What follows belongs to an exercise in optimizing a design on an open flow for small area and a short achievable clock period; a production flow would make more cautious choices.
RTL that was checked went through simulation tests only; none was proved equivalent to the original.
Power is estimated from default activity; no workload was simulated.

==> v13: inputs <==
Design instr_fetch, start of the top module:
module instr_fetch (
  input  logic        Clock,
  input  logic        Reset,
  input  logic        Start,
  input  logic        LoadEn,
  input  logic [7:0]  LoadAddr,
  input  logic [15:0] LoadData,
  input  logic        Stall,
  output logic [15:0] Instruction,
  output logic        InstrValid,
  output logic [7:0]  PC,
  output logic        Halted
);
==> module if_col, before the edit <==
module if_col (
  input  logic [255:0] q,
  input  logic [255:0] rsel,
  output logic         y
);
  assign y = |(q & rsel);
endmodule
==> module instr_fetch, before the edit <==
module instr_fetch (
  input  logic        Clock,
  input  logic        Reset,
  input  logic        Start,
  input  logic        LoadEn,
  input  logic [7:0]  LoadAddr,
  input  logic [15:0] LoadData,
  input  logic        Stall,
  output logic [15:0] Instruction,
  output logic        InstrValid,
  output logic [7:0]  PC,
  output logic        Halted
);
  localparam logic [3:0] HALT_OP = 4'hF;
  localparam logic [3:0] JMP_OP  = 4'hE;
  logic               running;
  logic               wr_en;
  logic               wr_byp;     
  logic [7:0]         wr_addr;
  logic [15:0]        wr_data;
  logic               phase;
  always_ff @(posedge Clock) begin
    wr_en   <= LoadEn & ~running;
    wr_byp  <= LoadEn & ~running & (LoadAddr == 8'd0);
    wr_addr <= LoadAddr;
    wr_data <= LoadData;
    phase   <= ~phase;
  end
  logic [15:0]  wdec_hi, wdec_lo;
  logic [255:0] wsel, keep;
  logic [15:0]  dd;
  always_comb begin
    wdec_hi = '0;
    wdec_lo = '0;
    wdec_hi[wr_addr[7:4]] = wr_en;
    wdec_lo[wr_addr[3:0]] = 1'b1;
  end
  for (genvar i = 0; i < 256; i++) begin : g_wsel
    assign wsel[i] = wdec_hi[i / 16] & wdec_lo[i % 16];
    assign keep[i] = ~wsel[i];
  end
  assign dd = wr_data ^ {16{phase}};
  logic [15:0]  rd_hi, rd_lo;
  logic [255:0] rsel;
  for (genvar i = 0; i < 256; i++) begin : g_rsel
    assign rsel[i] = rd_hi[i / 16] & rd_lo[i % 16];
  end
  logic [255:0][15:0] cells;
  logic [15:0][255:0] cols;
  logic [15:0]        raw;
  logic [15:0]        word;
  for (genvar i = 0; i < 256; i++) begin : g_word
    for (genvar b = 0; b < 16; b++) begin : g_bit
      if_cell u_cell (
        .Clock (Clock),
        .wsel  (wsel[i]),
        .keep  (keep[i]),
        .dd    (dd[b]),
        .q     (cells[i][b])
      );
      assign cols[b][i] = cells[i][b];
    end
  end
  for (genvar b = 0; b < 16; b++) begin : g_col
    if_col u_col (.q(cols[b]), .rsel(rsel), .y(raw[b]));
  end
  assign word = wr_byp ? wr_data : (raw ^ {16{phase}});
  logic is_jmp, is_halt;
  assign is_jmp  = word[15:12] == JMP_OP;
  assign is_halt = word[15:12] == HALT_OP;
  logic [15:0] jhi, jlo;
  always_comb begin
    jhi = '0;
    jlo = '0;
    jhi[word[7:4]] = 1'b1;
    jlo[word[3:0]] = 1'b1;
  end
  always_ff @(posedge Clock) begin
    if (!running) begin
      rd_hi <= 16'd1;
      rd_lo <= 16'd1;
    end else if (!Stall && !is_halt) begin
      if (is_jmp) begin
        rd_hi <= jhi;
        rd_lo <= jlo;
      end else begin
        rd_lo <= {rd_lo[14:0], rd_lo[15]};
        if (rd_lo[15]) rd_hi <= {rd_hi[14:0], rd_hi[15]};
      end
    end
  end
  always_ff @(posedge Clock or negedge Reset) begin
    if (!Reset) begin
      running     <= 1'b0;
      PC          <= '0;
      Instruction <= '0;
      InstrValid  <= 1'b0;
      Halted      <= 1'b0;
    end else if (!running) begin
      InstrValid <= 1'b0;
      if (Start) begin
        running <= 1'b1;
        PC      <= '0;
        Halted  <= 1'b0;
      end
    end else if (!Stall) begin
      if (is_jmp) begin
        PC         <= word[7:0];
        InstrValid <= 1'b0;
      end else if (is_halt) begin
        running    <= 1'b0;
        Halted     <= 1'b1;
        InstrValid <= 1'b0;
      end else begin
        Instruction <= word;
        InstrValid  <= 1'b1;
        PC          <= PC + 8'd1;
      end
    end
  end
endmodule
clock: 6.0 ns
lec_check: 0
cap_margin: 20
core_margin: 2
core_utilization: 40
setup_slack_margin: 3.0
slew_margin: 20
synth_hierarchical: 1
run.sh (not shown) runs the stock make flow with config.mk's settings and CLKGATE_MAP_FILE= SYNTH_SCRIPT=/design/flow/synth_recipe.tcl, a recipe that flattens the netlist after the stock synthesis.
==> inputs of v35, as changes to v13 <==
--- a/flow/design.v
+++ b/flow/design.v
@@ -10,10 +10,50 @@
   end
 endmodule
+module if_or8 (
+  input  logic [7:0] q,
+  input  logic [7:0] s,
+  output logic       y
+);
+  logic [3:0] p_n;
+  for (genvar i = 0; i < 4; i++) begin : g_p
+    assign p_n[i] = ~((q[2*i] & s[2*i]) | (q[2*i+1] & s[2*i+1]));
+  end
+  assign y = ~&p_n;
+endmodule
+module if_nand4 (
+  input  logic [3:0] a,
+  output logic       y
+);
+  assign y = ~&a;
+endmodule
+module if_nor2 (
+  input  logic [1:0] a,
+  output logic       y_n
+);
+  assign y_n = ~|a;
+endmodule
 module if_col (
   input  logic [255:0] q,
   input  logic [255:0] rsel,
+  input  logic         extra,
   output logic         y
 );
-  assign y = |(q & rsel);
+  logic [31:0]  l2;      
+  logic [15:0]  l3_n;    
+  logic [3:0]   l4;      
+  logic [1:0]   l5_n;    
+  for (genvar i = 0; i < 32; i++) begin : g_l2
+    if_or8 u (.q(q[8*i +: 8]), .s(rsel[8*i +: 8]), .y(l2[i]));
+  end
+  for (genvar i = 0; i < 16; i++) begin : g_l3
+    if_nor2 u (.a(l2[2*i +: 2]), .y_n(l3_n[i]));
+  end
+  for (genvar i = 0; i < 4; i++) begin : g_l4
+    if_nand4 u (.a(l3_n[4*i +: 4]), .y(l4[i]));
+  end
+  for (genvar i = 0; i < 2; i++) begin : g_l5
+    if_nor2 u (.a(l4[2*i +: 2]), .y_n(l5_n[i]));
+  end
+  assign y = ~(l5_n[0] & l5_n[1]) | extra;
 endmodule
 module instr_fetch (
@@ -30,6 +70,4 @@
   output logic        Halted
 );
-  localparam logic [3:0] HALT_OP = 4'hF;
-  localparam logic [3:0] JMP_OP  = 4'hE;
   logic               running;
   logic               wr_en;
@@ -48,9 +86,7 @@
   logic [255:0] wsel, keep;
   logic [15:0]  dd;
-  always_comb begin
-    wdec_hi = '0;
-    wdec_lo = '0;
-    wdec_hi[wr_addr[7:4]] = wr_en;
-    wdec_lo[wr_addr[3:0]] = 1'b1;
+  for (genvar k = 0; k < 16; k++) begin : g_wdec
+    assign wdec_hi[k] = wr_en & (wr_addr[7:4] == 4'(k));
+    assign wdec_lo[k] = (wr_addr[3:0] == 4'(k));
   end
   for (genvar i = 0; i < 256; i++) begin : g_wsel
@@ -62,5 +98,9 @@
   logic [255:0] rsel;
   for (genvar i = 0; i < 256; i++) begin : g_rsel
-    assign rsel[i] = rd_hi[i / 16] & rd_lo[i % 16];
+    if (i == 0) begin : g_z
+      assign rsel[i] = rd_hi[0] & rd_lo[0] & ~wr_byp;
+    end else begin : g_nz
+      assign rsel[i] = rd_hi[i / 16] & rd_lo[i % 16];
+    end
   end
   logic [255:0][15:0] cells;
@@ -81,35 +121,50 @@
   end
   for (genvar b = 0; b < 16; b++) begin : g_col
-    if_col u_col (.q(cols[b]), .rsel(rsel), .y(raw[b]));
+    if_col u_col (.q(cols[b]), .rsel(rsel), .extra(dd[b] & wr_byp), .y(raw[b]));
   end
-  assign word = wr_byp ? wr_data : (raw ^ {16{phase}});
-  logic is_jmp, is_halt;
-  assign is_jmp  = word[15:12] == JMP_OP;
-  assign is_halt = word[15:12] == HALT_OP;
+  assign word = raw ^ {16{phase}};
+  logic spec, is_jmp, is_halt;
+  logic adv, step, jump, hold;
   logic [15:0] jhi, jlo;
-  always_comb begin
-    jhi = '0;
-    jlo = '0;
-    jhi[word[7:4]] = 1'b1;
-    jlo[word[3:0]] = 1'b1;
+  assign spec    = word[15] & word[14] & word[13];
+  assign is_jmp  = spec & ~word[12];
+  assign is_halt = spec & word[12];
+  assign adv     = running & ~Stall;
+  assign step    = adv & ~spec;
+  assign jump    = adv & is_jmp;
+  assign hold    = running & (Stall | is_halt);
+  for (genvar k = 0; k < 16; k++) begin : g_jdec
+    assign jhi[k] = (word[7:4] == 4'(k));
+    assign jlo[k] = (word[3:0] == 4'(k));
   end
-  always_ff @(posedge Clock) begin
-    if (!running) begin
+  logic [15:0] rd_hi_n, rd_lo_n;
+  for (genvar k = 0; k < 16; k++) begin : g_rdn
+    localparam int KM = (k + 15) % 16;
+    assign rd_lo_n[k] = (~running & ((k == 0) ? Start : (~Start & rd_lo[k]))) |
+                        (hold & rd_lo[k]) | (step & rd_lo[KM]) | (jump & jlo[k]);
+    assign rd_hi_n[k] = (~running & ((k == 0) ? Start : (~Start & rd_hi[k]))) |
+                        ((hold | (step & ~rd_lo[15])) & rd_hi[k]) |
+                        (step & rd_lo[15] & rd_hi[KM]) | (jump & jhi[k]);
+  end
+  always_ff @(posedge Clock or negedge Reset) begin
+    if (!Reset) begin
       rd_hi <= 16'd1;
       rd_lo <= 16'd1;
-    end else if (!Stall && !is_halt) begin
-      if (is_jmp) begin
-        rd_hi <= jhi;
-        rd_lo <= jlo;
-      end else begin
-        rd_lo <= {rd_lo[14:0], rd_lo[15]};
-        if (rd_lo[15]) rd_hi <= {rd_hi[14:0], rd_hi[15]};
-      end
+    end else begin
+      rd_hi <= rd_hi_n;
+      rd_lo <= rd_lo_n;
     end
+  end
+  for (genvar j = 0; j < 4; j++) begin : g_enc
+    logic [15:0] mask;
+    for (genvar k = 0; k < 16; k++) begin : g_m
+      assign mask[k] = ((k >> j) & 1) != 0;
+    end
+    assign PC[j]     = |(rd_lo & mask);
+    assign PC[j + 4] = |(rd_hi & mask);
   end
   always_ff @(posedge Clock or negedge Reset) begin
     if (!Reset) begin
       running     <= 1'b0;
-      PC          <= '0;
       Instruction <= '0;
       InstrValid  <= 1'b0;
@@ -119,10 +174,8 @@
       if (Start) begin
         running <= 1'b1;
-        PC      <= '0;
         Halted  <= 1'b0;
       end
     end else if (!Stall) begin
       if (is_jmp) begin
-        PC         <= word[7:0];
         InstrValid <= 1'b0;
       end else if (is_halt) begin
@@ -133,5 +186,4 @@
         Instruction <= word;
         InstrValid  <= 1'b1;
-        PC          <= PC + 8'd1;
       end
     end
--- a/flow/config.mk
+++ b/flow/config.mk
@@ -8,5 +8,7 @@
 export CAP_MARGIN = 20
 export CORE_MARGIN = 2
-export CORE_UTILIZATION = 40
+export CORE_UTILIZATION = 55
+export CTS_CLUSTER_DIAMETER = 80
+export CTS_CLUSTER_SIZE = 22
 export SETUP_SLACK_MARGIN = 3.0
 export SLEW_MARGIN = 20
==> Implementation_results.wiki <==
{| class="wikitable"
! Metric !! Value
|-
| Worst slack after detailed placement || 0.7429 ns
|-
| Non-clock buffer contribution to total cell area || 0.03107
|-
| Worst setup path endpoint || rd_hi[7]
|-
| P_sw || 18.29 mW
|-
| Run status || timing/DRC/antenna clean
|-
| Buffers from clock root to sink, at most || 3
|-
| Area added between synthesis and finish || 13.03%
|-
| Die X-Extent || 500.5 µm
|-
| Reported leakage power || 56.58 nW
|-
| Met3 layer usage reported by global route || 0.09571
|-
| Post-synthesis sequential area ratio || 0.6182
|-
| Multi-input gate share of total cell area || 0.3497
|-
| WP buf/inv || 1
|}
-- figures above: v35

==> Implementation_results.wiki <==
{| class="wikitable"
! Metric !! Value
|-
| Run status || timing/DRC/antenna clean
|-
| Non-clock buffer contribution to total cell area || 0.05125
|-
| Area share of the largest cell type after synthesis || 0.5958
|-
| Post-Syn Area per Cell || 11.61 µm²
|-
| Worst slack after detailed placement || 0.09505 ns
|-
| Die X-Extent || 594.8 µm
|-
| Area added between synthesis and finish || 24.55%
|-
| Reported leakage power || 66.48 nW
|-
| Post-synthesis sequential area ratio || 0.6007
|-
| WP buf/inv || 5
|-
| P_sw || 25.75 mW
|-
| Worst setup path endpoint || rd_hi[13]
|-
| Setup TNS || 0 ns
|-
| Smallest hold slack || 0.4415 ns
|-
| Multi-input gate share of total cell area || 0.3476
|}
-- figures above: v13

For v13, only the layout was checked, not whether the RTL still works.

-- port drivers added, routing unchanged --
No port has a modelled driver above. Below, the same layouts with a new extraction and two added sets of constraints.
Step 1 sets driving cells, clkbuf_16 on the clock port and buf_2 on the other inputs (assumed; they add their load-dependent delay and slew).
Step 2 also shifts input and output timing later by t, the mid clock arrival at the registers, as if the neighbouring blocks saw the same clock.
a / b / c = ideal ports / drivers / drivers and shift; a / b = the first two.
run	shift t [ns]	setup slack, ns	worst hold slack (ns)	latest minus earliest clock arrival (ns)	worst data-port slew with drivers (ns)
v13	1.084	1.372 / 1.372 / 1.372	0.441 / 0.441 / 0.441	0.080 / 0.080	0.06
v35	0.993	1.761 / 1.761 / 1.761	0.430 / 0.369 / 0.446	0.036 / 0.036	0.06
After both steps every run listed still meets setup and hold.
